This design comes from an exercise in tuning for small area, a short achievable clock period and few clock cycles per item on the open sky130 flow, not from production work. No run shown here included a check of the RTL's function; only the layout flow was run.

File: flow/run.sh
#!/bin/bash
# synth_recipe.tcl (not shown) runs the flow's synth.tcl, then flattens the netlist and writes it again
# the make line also repeats each setting of config.mk as NAME=value (left out here)
make -C /OpenROAD-flow-scripts/flow DESIGN_CONFIG=/design/flow/config.mk WORK_HOME=/design/flow/orfs CLKGATE_MAP_FILE= SYNTH_SCRIPT=/design/flow/synth_recipe.tcl finish
File: flow/config.mk
export PLATFORM = sky130hd
export DESIGN_NAME = tri_setup_top
export DESIGN_NICKNAME = tri_setup_top
export VERILOG_FILES = /design/flow/design.v
export SDC_FILE = /design/flow/constraint.sdc
export NUM_CORES = 4
export LEC_CHECK = 0
export CAP_MARGIN = 20
export CORE_MARGIN = 2
export CORE_UTILIZATION = 40
export SLEW_MARGIN = 20
File: flow/constraint.sdc
create_clock -name core_clock -period 4.5 [get_ports {clk100}]
set_input_delay 0.9000 -clock core_clock [delete_from_list [all_inputs] [get_ports {clk100}]]
set_output_delay 0.9000 -clock core_clock [all_outputs]
set_load 0.01 [all_outputs]
File: flow/design.v
package tri_setup_pkg;
	localparam int COORD_W   = 12;
	localparam int ROW_W     = 10;                     
	localparam int FRAC_W    = 10;
	localparam int SLOPE_W   = 24;                     
	localparam int QUOT_BITS = 22;                     
	localparam int HDR_W     = 2 * COORD_W + 3 * ROW_W;
	localparam int STAGES    = 5;
	localparam int CNT_W     = $clog2((QUOT_BITS + STAGES - 1) / STAGES + 1);
	typedef logic [COORD_W-1:0] coord_t;
	typedef logic [ROW_W-1:0] row_t;
	typedef logic [COORD_W:0] delta_t;                   
	typedef logic [SLOPE_W-1:0] slope_t;
	typedef logic [QUOT_BITS-1:0] quot_t;
	typedef logic [6*COORD_W-1:0] vtx_word_t;
	typedef logic [HDR_W-1:0] tri_hdr_t;
	typedef logic [HDR_W+3*SLOPE_W-1:0] tri_word_t;
endpackage
`timescale 1ns/10ps
module setup_sequencer (
	input  logic clk100,
	input  logic rst_n,
	input  logic next_frame,
	input  logic vtx_empty,
	input  logic tri_wait,
	input  logic div_last,       
	output logic idle,           
	output logic run,
	output logic vtx_pop,
	output logic tri_push
);
	always_ff @(posedge clk100 or negedge rst_n)
	begin
		if (!rst_n)
		begin
			run      <= 1'b0;
			tri_push <= 1'b0;
		end
		else if (next_frame)
		begin
			run      <= 1'b0;
			tri_push <= 1'b0;
		end
		else
		begin
			run      <= vtx_pop || (run && !div_last);
			tri_push <= run && div_last;
		end
	end
	assign idle    = !run && !tri_push;
	assign vtx_pop = idle && !vtx_empty && !tri_wait && !next_frame;
endmodule
`timescale 1ns/10ps
module vertex_sort (
	input  logic                      clk100,
	input  logic                      idle,
	input  tri_setup_pkg::vtx_word_t  vtx_data,
	output logic [3*(tri_setup_pkg::COORD_W+1)-1:0] dx,   
	output logic [3*(tri_setup_pkg::COORD_W+1)-1:0] dy,
	output tri_setup_pkg::tri_hdr_t   hdr,
	output logic [2:0]                ord          
);
	tri_setup_pkg::coord_t vx [0:2];
	tri_setup_pkg::coord_t vy [0:2];
	tri_setup_pkg::row_t   vr [0:2];
	logic       a_le_b;
	logic       a_le_c;
	logic       b_le_c;
	logic [1:0] i_top;
	logic [1:0] i_mid;
	logic [1:0] i_bot;
	logic       same_row;
	tri_setup_pkg::tri_hdr_t hdr_d;
	always_comb
	begin
		for (int i = 0; i < 3; i++)
		begin
			vx[i] = vtx_data[(5-i)*tri_setup_pkg::COORD_W +: tri_setup_pkg::COORD_W];
			vy[i] = vtx_data[(2-i)*tri_setup_pkg::COORD_W +: tri_setup_pkg::COORD_W];
			vr[i] = vy[i][tri_setup_pkg::COORD_W-1:2];
		end
	end
	assign dx = {{1'b0, vx[1]} - {1'b0, vx[0]}, {1'b0, vx[2]} - {1'b0, vx[0]}, {1'b0, vx[2]} - {1'b0, vx[1]}};
	assign dy = {{1'b0, vy[1]} - {1'b0, vy[0]}, {1'b0, vy[2]} - {1'b0, vy[0]}, {1'b0, vy[2]} - {1'b0, vy[1]}};
	assign a_le_b = !dy[2*(tri_setup_pkg::COORD_W+1)+tri_setup_pkg::COORD_W];
	assign a_le_c = !dy[tri_setup_pkg::COORD_W+1+tri_setup_pkg::COORD_W];
	assign b_le_c = !dy[tri_setup_pkg::COORD_W];
	always_comb
	begin
		case ({a_le_b, a_le_c, b_le_c})
			3'b111:  {i_top, i_mid, i_bot} = {2'd0, 2'd1, 2'd2};
			3'b110:  {i_top, i_mid, i_bot} = {2'd0, 2'd2, 2'd1};
			3'b011:  {i_top, i_mid, i_bot} = {2'd1, 2'd0, 2'd2};
			3'b100:  {i_top, i_mid, i_bot} = {2'd2, 2'd0, 2'd1};
			3'b001:  {i_top, i_mid, i_bot} = {2'd1, 2'd2, 2'd0};
			3'b000:  {i_top, i_mid, i_bot} = {2'd2, 2'd1, 2'd0};
			default: {i_top, i_mid, i_bot} = {2'd0, 2'd1, 2'd2};   
		endcase
	end
	assign same_row = vr[i_top] == vr[i_mid];
	assign hdr_d = {vx[i_top], same_row ? vx[i_mid] : vx[i_top], vr[i_top], vr[i_mid], vr[i_bot]};
	always_ff @(posedge clk100)
	begin
		if (idle)
		begin
			hdr <= hdr_d;
			ord <= {a_le_b, a_le_c, b_le_c};
		end
	end
endmodule
`timescale 1ns/10ps
module slope_issue (
	input  tri_setup_pkg::delta_t dx,
	input  tri_setup_pkg::delta_t dy,
	output logic [tri_setup_pkg::COORD_W:0]   w_init,    
	output logic [tri_setup_pkg::COORD_W-2:0] dvs,       
	output logic [tri_setup_pkg::STAGES-2:0]  bring,     
	output logic [tri_setup_pkg::CNT_W-1:0]   cycles,    
	output logic                              neg
);
	localparam int W = tri_setup_pkg::COORD_W;
	localparam int K = tri_setup_pkg::STAGES;
	logic [W-1:0] a_abs;
	logic [W-1:0] d_abs;
	logic [W-1:0] a_n;
	logic [W-1:0] d_n;
	logic [3:0]   la;
	logic [3:0]   ld;
	logic [W:0]   dx_n;
	logic [W:0]   dy_n;
	logic [4:0]   c;
	logic [2:0]   p;
	assign dx_n  = -dx;
	assign dy_n  = -dy;
	assign a_abs = dx[W] ? dx_n[W-1:0] : dx[W-1:0];
	assign d_abs = dy[W] ? dy_n[W-1:0] : dy[W-1:0];
	assign neg   = dx[W] ^ dy[W];
	always_comb
	begin
		logic [W-1:0] v;
		v = a_abs;
		la[3] = v[W-1:W-8] == '0;  if (la[3]) v = v << 8;
		la[2] = v[W-1:W-4] == '0;  if (la[2]) v = v << 4;
		la[1] = v[W-1:W-2] == '0;  if (la[1]) v = v << 2;
		la[0] = !v[W-1];           if (la[0]) v = v << 1;
		a_n = v;
	end
	always_comb
	begin
		logic [W-1:0] v;
		v = d_abs;
		ld[3] = v[W-1:W-8] == '0;  if (ld[3]) v = v << 8;
		ld[2] = v[W-1:W-4] == '0;  if (ld[2]) v = v << 4;
		ld[1] = v[W-1:W-2] == '0;  if (ld[1]) v = v << 2;
		ld[0] = !v[W-1];           if (ld[0]) v = v << 1;
		d_n = v;
	end
	assign dvs = d_n[W-2:0];
	assign c = (a_n[W-1] && d_n[W-1]) ? 5'd11 + {1'b0, ld} - {1'b0, la} : 5'd0;
	always_comb
	begin
		p = '0;
		cycles = '0;
		for (int v = 0; v <= tri_setup_pkg::QUOT_BITS; v++)
			if (c == v)
			begin
				p = 3'((K - v % K) % K);
				cycles = tri_setup_pkg::CNT_W'((v + K - 1) / K);
			end
	end
	always_comb
	begin
		w_init = {1'b0, a_n};
		bring = '0;
		for (int pp = 1; pp < K; pp++)
			if (p == pp)
			begin
				w_init = {1'b0, a_n} >> pp;
				for (int j = 0; j < pp; j++)
					bring[j] = a_n[pp-1-j];
			end
	end
endmodule
`timescale 1ns/10ps
module slope_divider (
	input  logic                              clk100,
	input  logic                              idle,
	input  logic                              run,
	input  logic [tri_setup_pkg::COORD_W:0]   w_init,
	input  logic [tri_setup_pkg::COORD_W-2:0] dvs_init,
	input  logic [tri_setup_pkg::STAGES-2:0]  bring_init,
	input  logic [tri_setup_pkg::CNT_W-1:0]   cycles_init,
	input  logic                              neg_init,
	output logic                              last,      
	output tri_setup_pkg::quot_t              quot,
	output logic                              neg
);
	localparam int W = tri_setup_pkg::COORD_W;
	localparam int K = tri_setup_pkg::STAGES;
	logic [W:0]                       w;         
	logic [W-2:0]                     dvs;
	logic [K-2:0]                     bring;
	logic [tri_setup_pkg::CNT_W-1:0]  cnt;
	logic [W:0]                       w_nx;
	logic [K-1:0]                     q_nx;
	always_comb
	begin
		logic [W:0]   t;
		logic [W+1:0] r;
		t = w;
		for (int j = 0; j < K; j++)
		begin
			r = {1'b0, t} - {3'b001, dvs};
			q_nx[K-1-j] = !r[W+1];
			t = {(q_nx[K-1-j] ? r[W-1:0] : t[W-1:0]), (j < K - 1) ? bring[j] : 1'b0};
		end
		w_nx = t;
	end
	assign last = cnt <= 1;
	always_ff @(posedge clk100)
	begin
		if (idle)
		begin
			w     <= w_init;
			dvs   <= dvs_init;
			bring <= bring_init;
			cnt   <= cycles_init;
			neg   <= neg_init;
			quot  <= '0;
		end
		else if (run && cnt != 0)
		begin
			w     <= w_nx;
			bring <= '0;
			cnt   <= cnt - 1'b1;
			quot  <= {quot[tri_setup_pkg::QUOT_BITS-1-K:0], q_nx};
		end
	end
endmodule
`timescale 1ns/10ps
module slope_collect (
	input  logic [3*tri_setup_pkg::QUOT_BITS-1:0] quot,    
	input  logic [2:0]               neg,
	input  logic [2:0]               ord,
	input  tri_setup_pkg::tri_hdr_t  hdr,
	output tri_setup_pkg::tri_word_t tri_data
);
	tri_setup_pkg::slope_t s [0:2];
	tri_setup_pkg::slope_t m_long;
	tri_setup_pkg::slope_t m_top;
	tri_setup_pkg::slope_t m_bot;
	logic [1:0] i_top;
	logic [1:0] i_mid;
	logic [1:0] i_bot;
	always_comb
	begin
		tri_setup_pkg::slope_t q;
		for (int k = 0; k < 3; k++)
		begin
			q = {{(tri_setup_pkg::SLOPE_W-tri_setup_pkg::QUOT_BITS){1'b0}}, quot[k*tri_setup_pkg::QUOT_BITS +: tri_setup_pkg::QUOT_BITS]};
			s[k] = neg[k] ? -q : q;
		end
	end
	always_comb
	begin
		case (ord)
			3'b111:  {i_top, i_mid, i_bot} = {2'd0, 2'd1, 2'd2};
			3'b110:  {i_top, i_mid, i_bot} = {2'd0, 2'd2, 2'd1};
			3'b011:  {i_top, i_mid, i_bot} = {2'd1, 2'd0, 2'd2};
			3'b100:  {i_top, i_mid, i_bot} = {2'd2, 2'd0, 2'd1};
			3'b001:  {i_top, i_mid, i_bot} = {2'd1, 2'd2, 2'd0};
			3'b000:  {i_top, i_mid, i_bot} = {2'd2, 2'd1, 2'd0};
			default: {i_top, i_mid, i_bot} = {2'd0, 2'd1, 2'd2};
		endcase
	end
	always_comb
	begin
		case (i_mid)
			2'd0:    m_long = s[0];
			2'd1:    m_long = s[1];
			default: m_long = s[2];
		endcase
		case (i_bot)
			2'd0:    m_top = s[0];
			2'd1:    m_top = s[1];
			default: m_top = s[2];
		endcase
		case (i_top)
			2'd0:    m_bot = s[0];
			2'd1:    m_bot = s[1];
			default: m_bot = s[2];
		endcase
	end
	assign tri_data = {hdr, m_long, m_top, m_bot};
endmodule
`timescale 1ns/10ps
module tri_setup_top (
	input  logic                     clk100,
	input  logic                     rst_n,
	input  logic                     next_frame,
	input  tri_setup_pkg::vtx_word_t vtx_data,
	input  logic                     vtx_empty,
	input  logic                     tri_wait,
	output logic                     vtx_pop,
	output tri_setup_pkg::tri_word_t tri_data,
	output logic                     tri_push
);
	logic                    idle;
	logic                    run;
	logic [3*(tri_setup_pkg::COORD_W+1)-1:0] dx;
	logic [3*(tri_setup_pkg::COORD_W+1)-1:0] dy;
	tri_setup_pkg::tri_hdr_t hdr;
	logic [2:0]              ord;
	logic [2:0]              last;
	logic [3*tri_setup_pkg::QUOT_BITS-1:0] quot;
	logic [2:0]              neg;
	vertex_sort u_sort (
		.clk100   (clk100),
		.idle     (idle),
		.vtx_data (vtx_data),
		.dx       (dx),
		.dy       (dy),
		.hdr      (hdr),
		.ord      (ord)
	);
	for (genvar k = 0; k < 3; k++)
	begin : g_edge
		logic [tri_setup_pkg::COORD_W:0]   w_init;
		logic [tri_setup_pkg::COORD_W-2:0] dvs_init;
		logic [tri_setup_pkg::STAGES-2:0]  bring_init;
		logic [tri_setup_pkg::CNT_W-1:0]   cycles_init;
		logic                              neg_init;
		slope_issue u_issue (
			.dx     (dx[k*(tri_setup_pkg::COORD_W+1) +: tri_setup_pkg::COORD_W+1]),
			.dy     (dy[k*(tri_setup_pkg::COORD_W+1) +: tri_setup_pkg::COORD_W+1]),
			.w_init (w_init),
			.dvs    (dvs_init),
			.bring  (bring_init),
			.cycles (cycles_init),
			.neg    (neg_init)
		);
		slope_divider u_div (
			.clk100      (clk100),
			.idle        (idle),
			.run         (run),
			.w_init      (w_init),
			.dvs_init    (dvs_init),
			.bring_init  (bring_init),
			.cycles_init (cycles_init),
			.neg_init    (neg_init),
			.last        (last[k]),
			.quot        (quot[k*tri_setup_pkg::QUOT_BITS +: tri_setup_pkg::QUOT_BITS]),
			.neg         (neg[k])
		);
	end
	setup_sequencer u_seq (
		.clk100     (clk100),
		.rst_n      (rst_n),
		.next_frame (next_frame),
		.vtx_empty  (vtx_empty),
		.tri_wait   (tri_wait),
		.div_last   (&last),
		.idle       (idle),
		.run        (run),
		.vtx_pop    (vtx_pop),
		.tri_push   (tri_push)
	);
	slope_collect u_collect (
		.quot     (quot),
		.neg      (neg),
		.ord      (ord),
		.hdr      (hdr),
		.tri_data (tri_data)
	);
endmodule
==> flow_metrics.py, run 1 <==
metrics = {
    "worst_setup_path": {
        "path_class": "reg -> reg",
        "worst_path_dominant_cell_family": "compound AO/OA/AOI/OAI gates",
        "end_kind": "register",
        "worstPathMaxFanout": 5,
        "worstPathBufferInverterCount": 7,
        "rr_endpoint": "g_edge[2].u_div.w[6]$_DFFE_PP_",
        "critical-path-slowest-cell": "sky130_fd_sc_hd__or4_1",
        "slowest_delay_ns": 0.49,
        "ff_to_ff_path_depth": 62,
        "crit_arrival_ns": 12.22,
        "r2r_slack_ns": -7.38,
        "critical_path.reg2reg.startpoint": "g_edge[2].u_div.w[9]$_DFFE_PP_",
        "timing.critical_path.required_ns": 4.84,
        "startpoint_type": "register",
    },
    "logic_synthesis": {
        "yosys-top-cells-area": "sky130_fd_sc_hd__edfxtp_1 (14%), sky130_fd_sc_hd__ha_1 (11%), sky130_fd_sc_hd__nand2_1 (4.8%)",
        "ys.flop_type": "sky130_fd_sc_hd__edfxtp_1",
        "synth-warning-count": 9,
        "cell_area_after_synthesis_mm2": 0.0327,
        "syn_nets": 4670,
        "syn_inst": 4289,
        "syn_avg_cell_area_um2": 7.62,
        "post-synth-top-area-fraction_pct": 14.0,
        "yosys_register_bits": 221,
        "synth_edf_count": 153,
        "async_flop_share_pct": 0.905,
        "post-synth-top-area-cell": "sky130_fd_sc_hd__edfxtp_1",
        "synth.yosys.seq_area_share_pct": 18.2,
        "synthDistinctLibCells": 118,
    },
    "floorplan": {
        "pin_count": 205,
        "die_h_um": 290,
        "area_of_the_die_mm2": 0.0841,
        "core-area_mm2": 0.0807,
        "die_w_um": 290,
        "num_rows": 104,
        "start_util_pct": 40.5,
    },
    "sta": {
        "clock_skew_ns": 0.0160,
        "fin_ws_ns": -7.38,
        "finalHoldViolations": 0,
        "setup-violations-final": 83,
        "rsz0062_at_grt": "true",
        "worst-slew-pin-transition_ns": 1.19,
        "final.min_clock_period_ns": 11.88,
        "min_period_over_period_pct": 264,
        "maxClockFrequency_mhz": 84.2,
        "finalMaxSlewViolations": 0,
        "maxSlewHeadroom_pct": 20.8,
    },
    "clock_tree": {
        "cts_tree": "done",
        "cts.sinks": 221,
        "hold_buffers": 0,
        "cts.reportedPaths.clkPinSlew_ns": 0.07,
        "cts_max_level": 1,
        "clock_path_buffers": 3,
        "cts_made_buffers": 30,
        "cts-root-buf": "sky130_fd_sc_hd__clkbuf_16",
        "clock_latency_on_the_worst_skew_pair_ns": 0.61,
    },
    "drt": {
        "drtIter0Drc": 2271,
        "drt_drc_violations_left": 0,
        "detail_route.wirelength_um": 135000,
        "routedWlPerCell_um": 18.8,
        "ant_nets": 0,
        "vias_per_cell": 5.59,
        "detail_route.first_pass.iterations": 5,
        "route.vias.total": 40236,
    },
    "global_route": {
        "grt_start_max_net_pins": 78,
        "grt_use_total_pct": 29.6,
        "gr-total-overflow": 0,
        "grt_pass1_wl_um": 206000,
        "grt_pass1_vias": 39393,
        "antenna_violations_before_repair": 3,
    },
    "finish": {
        "area_growth_syn_to_layout_pct": 70.9,
        "fillerInstances": 6218,
        "layout.area.seq_mm2": 0.00597,
        "layout_commonest_cell": "sky130_fd_sc_hd__buf_4",
        "fin_nets": 6487,
        "post_route_cells_drive_above_1_share_pct": 45.2,
        "final_design_area_no_fill_mm2": 0.0559,
        "mostFrequentLayoutCells": "sky130_fd_sc_hd__buf_4 (1604), sky130_fd_sc_hd__nand2_1 (389), sky130_fd_sc_hd__nor2_1 (358)",
        "area_occupied_by_multi_input_gates_mm2": 0.0304,
    },
    "place": {
        "hpwlAfterDp_um": 101000,
        "gp_congestion": 0.976,
        "port-buffer-count": 204,
        "placement.cell_area_mm2": 0.0478,
    },
    "outcome": {
        "run_status": "failed layout checks",
        "failed_layout_checks": "negative setup slack",
    },
    "flow_run": {
        "timing.max_cap.violations": 0,
    },
    "min_path": {
        "hp-class": "in -> async",
    },
}
==> layer usage <==
layer / GRT usage (%) / vias up / part of all wire [%]
li1: - / 19545 / -
met1: 37.4 / 19177 / 42
met2: 52.8 / 1209 / 49
met3: 3.03 / 305 / 5.1
met4: 9.53 / 0 / 4.0
met5: 0 / - / 0
==> how the worst max path moves through the flow <==
stage / startpoint / to / slack [ns] / depth (start not counted)
2_1_floorplan: g_edge[2].u_div.dvs[1]$_DFFE_PP_ / g_edge[2].u_div.w[5]$_DFFE_PP_ / -7.27 / 64
5_1_grt: g_edge[2].u_div.w[1]$_DFFE_PP_ / g_edge[2].u_div.w[6]$_DFFE_PP_ / -7.96 / 66
4_1_cts: g_edge[2].u_div.w[5]$_DFFE_PP_ / g_edge[2].u_div.w[4]$_DFFE_PP_ / -7.27 / 61
6_report: g_edge[2].u_div.w[9]$_DFFE_PP_ / g_edge[2].u_div.w[6]$_DFFE_PP_ / -7.38 / 62
3_3_place_gp: g_edge[2].u_div.w[9]$_DFFE_PP_ / g_edge[2].u_div.w[5]$_DFFE_PP_ / -7.39 / 61
3_5_place_dp: g_edge[2].u_div.w[9]$_DFFE_PP_ / g_edge[2].u_div.w[4]$_DFFE_PP_ / -7.67 / 61
==> sequential cells by signal, indices dropped and copies added, names as in the netlist <==
signal / flops
g_edge.u_div.quot: 66
g_edge.u_div.neg: 3
g_edge.u_div.cnt: 9
u_sort.ord: 3
u_seq.tri_push: 1
g_edge.u_div.dvs: 33
g_edge.u_div.w: 39
g_edge.u_div.bring: 12
u_sort.hdr: 54
u_seq.run: 1
==> stage by stage <==
| stage | hold WS (ns) | util, % | setup WS [ns] | cells | TNS (ns) |
|---|---|---|---|---|---|
| after floorplan | 0.450 | - | -7.27 | 4289 | -330.76 |
| after detailed placement | 0.470 | 59.3 | -7.67 | 6803 | -430.81 |
| after global routing | 0.438 | 69.2 | -7.96 | 7191 | -348.24 |
| after CTS | 0.426 | 65.8 | -7.27 | 7115 | -321.47 |
| after global placement | 0.467 | 59.3 | -7.39 | 6803 | -413.60 |
| final | 0.449 | 69.3 | -7.38 | 7194 | -316.87 |
==> layout make-up <==
| type | count | share of cell area (%) |
|---|---|---|
| clock buffers | 31 | 1.35 |
| diodes | 4 | 0.0179 |
| well taps | 1060 | 2.37 |
| repair buffers | 1956 | 28.4 |
| inverters | 277 | 2.04 |
| flip-flops and latches | 221 | 10.7 |
| clock inverters | 25 | 0.779 |
| multi-input cells | 3620 | 54.4 |
==> Yosys cell counts (51+ instances only) <==
cell type,n
sky130_fd_sc_hd__a21o_1,66
sky130_fd_sc_hd__a21oi_1,307
sky130_fd_sc_hd__clkbuf_1,126
sky130_fd_sc_hd__dfxtp_1,66
sky130_fd_sc_hd__edfxtp_1,153
sky130_fd_sc_hd__ha_1,280
sky130_fd_sc_hd__inv_1,275
sky130_fd_sc_hd__mux2_2,96
sky130_fd_sc_hd__mux2i_1,111
sky130_fd_sc_hd__nand2_1,416
sky130_fd_sc_hd__nand2b_1,55
sky130_fd_sc_hd__nand3_1,137
sky130_fd_sc_hd__nor2_1,400
sky130_fd_sc_hd__nor2b_1,75
sky130_fd_sc_hd__nor3_1,94
sky130_fd_sc_hd__o211ai_1,71
sky130_fd_sc_hd__o21a_1,75
sky130_fd_sc_hd__o21ai_0,285
sky130_fd_sc_hd__o22ai_1,51
sky130_fd_sc_hd__xnor2_1,177
sky130_fd_sc_hd__xor2_1,118
==> kinds of logic (layout without fill, tap and decap cells) <==
| logic type | after synthesis | count (layout) | synth area share (%) |
|---|---|---|---|
| flops | 221 | 221 | 18.2 |
| buf+inv | 449 | 2289 | 5.33 |
| simple gates | 1451 | 1451 | 21.3 |
| other cells | 0 | 4 | 0 |
| compound gates | 1361 | 1362 | 28.3 |
| fa+ha+maj | 304 | 304 | 12.2 |
| mux | 207 | 207 | 6.70 |
| xor+xnor | 296 | 296 | 7.95 |
==> worst register-to-register path: cells and delay by family (launching register included) <==
| kind | cells | cell delay (ns) |
|---|---|---|
| adders and majority gates | 5 | 0.99 |
| DFF | 1 | 0.39 |
| buffers and inverters | 7 | 0.72 |
| and+or+nand+nor | 10 | 1.97 |
| AOI/OAI and AO/OA | 36 | 6.40 |
| muxes | 4 | 1.14 |
==> timing repair <==
item                                    4_1_cts  5_1_grt
endpoints found under the setup margin      146      146
pin swaps                                   295      305
cloned                                        5        1
hold endpoints to repair                      0        0
buffers inserted                            254      136
gates resized for setup                     556      592
==> run 2: changes to the inputs <==
--- a/flow/design.v
+++ b/flow/design.v
@@ -6,5 +6,5 @@
 	localparam int QUOT_BITS = 22;                     
 	localparam int HDR_W     = 2 * COORD_W + 3 * ROW_W;
-	localparam int STAGES    = 5;
+	localparam int STAGES    = 3;
 	localparam int CNT_W     = $clog2((QUOT_BITS + STAGES - 1) / STAGES + 1);
 	typedef logic [COORD_W-1:0] coord_t;
==> flow_metrics.py, run 2 <==
metrics = {
    "outcome": {
        "run_status": "failed layout checks",
        "failed_layout_checks": "negative setup slack",
    },
    "finish": {
        "fin_nets": 5525,
        "final_design_area_no_fill_mm2": 0.0480,
        "post_route_cells_drive_above_1_share_pct": 43.9,
        "largestRegisters": "g_edge.u_div.quot (66), u_sort.hdr (54), g_edge.u_div.w (39)",
        "fillerInstances": 5661,
        "registers.top_by_ff_count": "g_edge.u_div.quot",
        "largest_register_ff_count": 66,
        "mostFrequentLayoutCells": "sky130_fd_sc_hd__buf_4 (1298), sky130_fd_sc_hd__nand2_1 (377), sky130_fd_sc_hd__nor2_1 (291)",
        "layout_commonest_cell": "sky130_fd_sc_hd__buf_4",
        "area_growth_syn_to_layout_pct": 67.9,
    },
    "drt": {
        "ant_nets": 0,
        "drtIter0Drc": 2278,
        "detail_route.first_pass.iterations": 6,
        "routedWlPerCell_um": 18.6,
        "vias_per_cell": 5.58,
        "route.vias.total": 34593,
        "detail_route.wirelength_um": 115000,
        "drt_drc_violations_left": 0,
    },
    "worst_setup_path": {
        "ff_to_ff_path_depth": 39,
        "crit_arrival_ns": 7.52,
        "worstPathBufferInverterCount": 4,
        "r2r_slack_ns": -2.68,
        "path_class": "reg -> reg",
        "critical_path.reg2reg.startpoint": "g_edge[0].u_div.dvs[1]$_DFFE_PP_",
        "startpoint_type": "register",
        "critical-path-slowest-cell": "sky130_fd_sc_hd__edfxtp_1",
        "timing.critical_path.required_ns": 4.84,
        "crit_path_frequent_cell": "sky130_fd_sc_hd__a21o_1",
        "slowest_delay_ns": 0.46,
        "rr_endpoint": "g_edge[0].u_div.w[8]$_DFFE_PP_",
        "worst_path_dominant_cell_family": "compound AO/OA/AOI/OAI gates",
        "worstPathMaxFanout": 5,
        "end_kind": "register",
    },
    "min_path": {
        "min_path_cells": 2,
        "holdCritStartpoint": "g_edge[1].u_div.quot[5]$_SDFFE_PP0P_",
        "hp-class": "reg -> reg",
        "holdPathEnd": "g_edge[1].u_div.quot[8]$_SDFFE_PP0P_",
    },
    "logic_synthesis": {
        "synth_common_cells": "sky130_fd_sc_hd__nand2_1 (401), sky130_fd_sc_hd__nor2_1 (329), sky130_fd_sc_hd__a21oi_1 (260)",
        "synthDistinctLibCells": 123,
        "yosys-top-cells-area": "sky130_fd_sc_hd__edfxtp_1 (16%), sky130_fd_sc_hd__ha_1 (9.2%), sky130_fd_sc_hd__nand2_1 (5.3%)",
        "synth.most_common_cell": "sky130_fd_sc_hd__nand2_1",
        "post-synth-top-area-fraction_pct": 15.7,
        "cell_area_after_synthesis_mm2": 0.0286,
        "post-synth-top-area-cell": "sky130_fd_sc_hd__edfxtp_1",
        "yosys_register_bits": 218,
        "syn_avg_cell_area_um2": 7.70,
        "synth_edf_count": 150,
        "async_flop_share_pct": 0.917,
        "ys.flop_type": "sky130_fd_sc_hd__edfxtp_1",
        "syn_inst": 3716,
        "syn_nets": 4022,
        "synth.yosys.seq_area_share_pct": 20.5,
        "synth-warning-count": 9,
    },
    "floorplan": {
        "start_util_pct": 40.2,
        "num_rows": 98,
        "core-area_mm2": 0.0711,
        "die_h_um": 271,
        "area_of_the_die_mm2": 0.0737,
        "pin_count": 205,
        "die_w_um": 271,
    },
    "flow_run": {
        "timing.max_cap.violations": 0,
    },
    "clock_tree": {
        "cts.reportedPaths.clkPinSlew_ns": 0.06,
        "cts-root-buf": "sky130_fd_sc_hd__clkbuf_16",
        "clock_path_buffers": 3,
        "cts_max_level": 1,
        "clock_latency_on_the_worst_skew_pair_ns": 0.61,
        "cts_made_buffers": 28,
        "cts.sinks": 218,
        "cts_tree": "done",
    },
    "sta": {
        "maxSlewHeadroom_pct": 28.5,
        "finalHoldViolations": 0,
        "rsz0062_at_grt": "true",
        "maxClockFrequency_mhz": 139,
        "fin_ws_ns": -2.68,
        "clock_skew_ns": 0.0292,
        "final.min_clock_period_ns": 7.18,
        "worst-slew-pin-transition_ns": 1.07,
        "tns_ns": -133.20,
        "finalHoldWorstSlack_ns": 0.481,
        "finalMaxSlewViolations": 0,
        "setup-violations-final": 87,
        "min_period_over_period_pct": 160,
    },
    "place": {
        "hpwlAfterDp_um": 84700,
        "port-buffer-count": 204,
        "gp_congestion": 0.960,
        "placement.cell_area_mm2": 0.0410,
        "detailedPlace.worstSlack_ns": -2.91,
    },
    "global_route": {
        "grt_util_met1_pct": 36.1,
        "grtUsageMet3_pct": 3.21,
        "grt_pass1_vias": 32562,
        "antenna_violations_before_repair": 6,
        "grt_pass1_wl_um": 172000,
        "gr-total-overflow": 0,
        "grt_start_max_net_pins": 67,
        "grt_use_total_pct": 28.4,
        "grtUsageMet2_pct": 49.8,
        "grt_busiest_layer": "met2",
    },
}
run 2: changes by cell type after synthesis, sizes merged, moves of 21 or more:
cell	change
a21oi	-49
ha	-69
inv	-59
mux2	-29
nor2	-72
o211ai	-21
o21a	-26
o21ai	-58
run 2: cells by family (layout without fill, tap and decap cells):
logic type / Yosys count / count (layout) / share of synthesized area, %
xor+xnor: 270 / 270 / 8.35
buf+inv: 387 / 1911 / 5.31
compound gates: 1145 / 1146 / 27.3
mux: 166 / 166 / 6.14
fa+ha+maj: 229 / 229 / 10.5
other cells: 0 / 6 / 0
simple gates: 1301 / 1301 / 21.9
flops: 218 / 218 / 20.5
run 2: per-layer routing:
metal  routed length (µm)  part of all wire, %
met1                48900                   43
met2                55400                   48
met3                 5940                  5.2
met4                 4770                  4.1
met5                    0                    0
run 2: final cells by class:
type | count | area, µm² | area share, %
timing repair buffer | 1641 | 13400 | 27.9
multi-input combinational | 3112 | 25700 | 53.5
antenna | 6 | 15.0 | 0.0313
tap | 950 | 1190 | 2.48
sequential | 218 | 5880 | 12.2
clock buffer | 36 | 792 | 1.65
inverter | 218 | 896 | 1.87
clock inverter | 16 | 176 | 0.367
run 2: what timing repair did:
action,CTS,global route
setup buffers,176,127
hold buffers,0,0
cloned,3,4
pin swaps,219,212
resized for setup,582,489
endpoints found under the setup margin,139,126
run 2: worst max-delay path by stage:
stage	startpoint	endpoint	slack [ns]	depth (start not counted)
final	g_edge[0].u_div.dvs[1]$_DFFE_PP_	g_edge[0].u_div.w[8]$_DFFE_PP_	-2.68	39
after global routing	g_edge[0].u_div.dvs[1]$_DFFE_PP_	g_edge[0].u_div.w[8]$_DFFE_PP_	-3.01	39
after CTS	g_edge[2].u_div.dvs[1]$_DFFE_PP_	g_edge[2].u_div.w[8]$_DFFE_PP_	-2.63	40
after detailed placement	vtx_data[12]	g_edge[2].u_div.w[9]$_DFFE_PP_	-2.91	30
after global placement	vtx_data[12]	g_edge[2].u_div.w[9]$_DFFE_PP_	-2.86	29
after floorplan	g_edge[2].u_div.dvs[1]$_DFFE_PP_	g_edge[2].u_div.w[4]$_DFFE_PP_	-2.81	41
run 2: metrics by stage:
stage                     utilization, %  cells
after floorplan                        -   3716
after global placement              57.6   5852
after detailed placement            57.6   5852
after CTS                           63.5   6078
after global routing                67.5   6196
final                               67.5   6197
run 2: worst min-delay path, cell delays in order (launching register included):
cell and delay, ns:
sky130_fd_sc_hd__dfxtp_1 0.34, sky130_fd_sc_hd__nand2_1 0.06, sky130_fd_sc_hd__nand2_1 0.04
==> run 3: changes to the inputs <==
--- a/flow/design.v
+++ b/flow/design.v
@@ -6,5 +6,5 @@
 	localparam int QUOT_BITS = 22;                     
 	localparam int HDR_W     = 2 * COORD_W + 3 * ROW_W;
-	localparam int STAGES    = 3;
+	localparam int STAGES    = 2;
 	localparam int CNT_W     = $clog2((QUOT_BITS + STAGES - 1) / STAGES + 1);
 	typedef logic [COORD_W-1:0] coord_t;
==> flow_metrics.py, run 3 <==
metrics = {
    "logic_synthesis": {
        "yosys-top-cells-area": "sky130_fd_sc_hd__edfxtp_1 (17%), sky130_fd_sc_hd__ha_1 (8.5%), sky130_fd_sc_hd__nand2_1 (5.6%)",
        "synth.most_common_cell": "sky130_fd_sc_hd__nand2_1",
        "async_flop_share_pct": 0.930,
        "post-synth-top-area-cell": "sky130_fd_sc_hd__edfxtp_1",
        "yosys_register_bits": 215,
        "ys.flop_type": "sky130_fd_sc_hd__edfxtp_1",
        "post-synth-top-area-fraction_pct": 16.8,
        "synth_edf_count": 147,
        "syn_avg_cell_area_um2": 7.75,
        "syn_nets": 3661,
        "synth.yosys.seq_area_share_pct": 22.0,
        "synthDistinctLibCells": 113,
        "synth_common_cells": "sky130_fd_sc_hd__nand2_1 (392), sky130_fd_sc_hd__a21oi_1 (257), sky130_fd_sc_hd__nor2_1 (247)",
        "synth-warning-count": 9,
        "syn_inst": 3391,
        "cell_area_after_synthesis_mm2": 0.0263,
    },
    "worst_setup_path": {
        "path_class": "in -> reg",
        "critical-path-slowest-cell": "sky130_fd_sc_hd__fa_2",
        "slowest_delay_ns": 0.58,
        "startpoint_type": "input pin",
        "timing.critical_path.required_ns": 4.90,
        "worstPathMaxFanout": 5,
        "crit_path_frequent_cell": "sky130_fd_sc_hd__ha_4",
        "worstPathBufferInverterCount": 8,
        "worst_path_dominant_cell_family": "compound AO/OA/AOI/OAI gates",
        "crit_arrival_ns": 6.31,
        "end_kind": "register",
    },
    "sta": {
        "worst-slew-pin-transition_ns": 0.904,
        "finalHoldViolations": 0,
        "tns_ns": -61.90,
        "min_period_over_period_pct": 131,
        "finalMaxSlewViolations": 0,
        "fin_ws_ns": -1.41,
        "maxClockFrequency_mhz": 169,
        "rsz0062_at_grt": "true",
        "maxSlewHeadroom_pct": 38.4,
        "clock_skew_ns": 0.0141,
        "setup-violations-final": 69,
        "final.min_clock_period_ns": 5.91,
    },
    "flow_run": {
        "timing.max_cap.violations": 0,
    },
    "global_route": {
        "antenna_violations_before_repair": 0,
        "grt_start_max_net_pins": 88,
        "gr-total-overflow": 0,
        "grt_pass1_vias": 29302,
        "grt_pass1_wl_um": 154000,
        "grt_use_total_pct": 27.7,
    },
    "outcome": {
        "failed_layout_checks": "negative setup slack",
        "run_status": "failed layout checks",
    },
    "drt": {
        "route.vias.total": 31158,
        "routedWlPerCell_um": 18.3,
        "detail_route.first_pass.iterations": 6,
        "detail_route.wirelength_um": 101000,
        "drtIter0Drc": 2142,
        "drt_drc_violations_left": 0,
        "vias_per_cell": 5.62,
        "ant_nets": 0,
    },
    "finish": {
        "fin_nets": 4941,
        "area_growth_syn_to_layout_pct": 65.3,
        "finish.utilization_pct": 67.2,
        "largestRegisters": "g_edge.u_div.quot (66), u_sort.hdr (54), g_edge.u_div.w (39)",
        "layout_commonest_cell": "sky130_fd_sc_hd__buf_4",
        "registers.top_by_ff_count": "g_edge.u_div.quot",
        "final_design_area_no_fill_mm2": 0.0435,
        "post_route_cells_drive_above_1_share_pct": 42.3,
        "mostFrequentLayoutCells": "sky130_fd_sc_hd__buf_4 (1098), sky130_fd_sc_hd__nand2_1 (374), sky130_fd_sc_hd__nor2_1 (229)",
        "fillerInstances": 5217,
        "n_antenna_cell": 0,
        "largest_register_ff_count": 66,
    },
    "clock_tree": {
        "cts_max_level": 1,
        "cts-root-buf": "sky130_fd_sc_hd__clkbuf_16",
        "cts_made_buffers": 27,
        "clock_path_buffers": 3,
        "cts.sinks": 215,
        "cts.reportedPaths.clkPinSlew_ns": 0.06,
        "clock_latency_on_the_worst_skew_pair_ns": 0.58,
        "cts_tree": "done",
    },
    "place": {
        "gp_congestion": 0.948,
        "placement.cell_area_mm2": 0.0378,
        "hpwlAfterDp_um": 76900,
        "port-buffer-count": 204,
        "detailedPlace.worstSlack_ns": -2.48,
    },
    "floorplan": {
        "num_rows": 93,
        "pin_count": 205,
        "area_of_the_die_mm2": 0.0678,
        "core-area_mm2": 0.0647,
        "die_w_um": 260,
        "start_util_pct": 40.6,
        "die_h_um": 260,
    },
    "min_path": {
        "hp-class": "in -> async",
    },
}
[run 3: cell count changes in the layout (fill, tap and decap cells not counted), moves of 19 or more]
cell	delta
sky130_fd_sc_hd__buf_4	-200
sky130_fd_sc_hd__buf_2	-19
sky130_fd_sc_hd__buf_6	-40
sky130_fd_sc_hd__nor2b_1	-20
sky130_fd_sc_hd__ha_1	-29
sky130_fd_sc_hd__xnor2_1	-28
sky130_fd_sc_hd__nor2_1	-62
[run 3: worst paths after layout]
check / from / end / slack [ns] / cells after the start
setup reg to reg: g_edge[0].u_div.w[1]$_DFFE_PP_ / g_edge[0].u_div.w[8]$_DFFE_PP_ / -1.00 / 28
min in group core_clock: g_edge[2].u_div.quot[6]$_SDFFE_PP0P_ / g_edge[2].u_div.quot[8]$_SDFFE_PP0P_ / 0.48 / 2
max in group asynchronous: rst_n / u_seq.tri_push$_DFF_PN0_ / 3.90 / 1
setup / recovery: vtx_data[28] / g_edge[2].u_div.w[4]$_DFFE_PP_ / -1.41 / 28
hold reg to reg: g_edge[2].u_div.quot[6]$_SDFFE_PP0P_ / g_edge[2].u_div.quot[8]$_SDFFE_PP0P_ / 0.48 / 2
hold / removal: rst_n / u_seq.run$_DFF_PN0_ / 0.48 / 1
[run 3: kinds of logic (layout without fill, tap and decap cells)]
logic type / count (synthesis) / in the layout / share of synthesized area, %
AOI/OAI and AO/OA: 1091 / 1091 / 28.8
xor gates and xnor gates: 234 / 234 / 7.83
adders and majority gates: 193 / 193 / 9.61
buffers and inverters: 377 / 1675 / 5.50
DFF: 215 / 215 / 22.0
muxes: 138 / 138 / 5.50
and+or+nand+nor: 1143 / 1145 / 20.7
[run 3: layout make-up]
| class | count | area (µm²) | area share, % |
|---|---|---|---|
| clock buffers | 36 | 815 | 1.87 |
| clock inverters | 13 | 143 | 0.328 |
| well taps | 855 | 1070 | 2.46 |
| multi-input cells | 2801 | 23300 | 53.7 |
| repair buffers | 1392 | 11400 | 26.1 |
| inverters | 234 | 955 | 2.20 |
| flip-flops and latches | 215 | 5790 | 13.3 |
[run 3: through the flow]
step           instances  hold slack [ns]
3_3_place_gp        5323            0.466
6_report            5546            0.480
2_1_floorplan       3391            0.450
3_5_place_dp        5323            0.472
5_1_grt             5546            0.471
4_1_cts             5467            0.461
[run 3: repair_timing]
action,4_1_cts,5_1_grt
buffers inserted,95,94
resized for setup,512,404
endpoints found under the setup margin,128,124
pin swaps,216,230
gates cloned,4,1
hold buffers,0,0
[run 3: routing by layer]
metal  part of all wire [%]  up-vias  global-route usage, %
met1                     44    14810                   36.7
met5                      0        -                      0
met2                     48      960                   47.3
met3                    5.1      159                   2.75
li1                       -    15229                      -
met4                    3.0        0                   8.60

[what the ideal ports hide]
How much do the figures lean on ideal ports? The routed layouts below were timed once more, with nothing changed but the port constraints.
Step 1 assumes that a clkbuf_16 drives the clock port and a buf_2 every other input.
Step 2 also shifts input and output timing later by t, the mid clock arrival at the registers, as if the neighbouring blocks saw the same clock.
Three values: ideal ports, drivers, drivers and shift; two values: the first two.
| run | t, ns | slack for setup (ns) | hold WS [ns] | cell pins on the clock port's net |
|---|---|---|---|---|
| run 1 | 0.674 | -7.380 / -7.380 / -7.380 | 0.449 / 0.411 / 0.493 | 1 |
| run 2 | 0.658 | -2.685 / -2.685 / -2.685 | 0.481 / 0.481 / 0.481 | 1 |
| run 3 | 0.637 | -1.410 / -1.398 / -2.035 | 0.480 / 0.450 / 0.481 | 1 |
For run 3, which loses most, drivers alone change the setup slack by +0.012 ns; drivers and shift together by -0.625 ns.
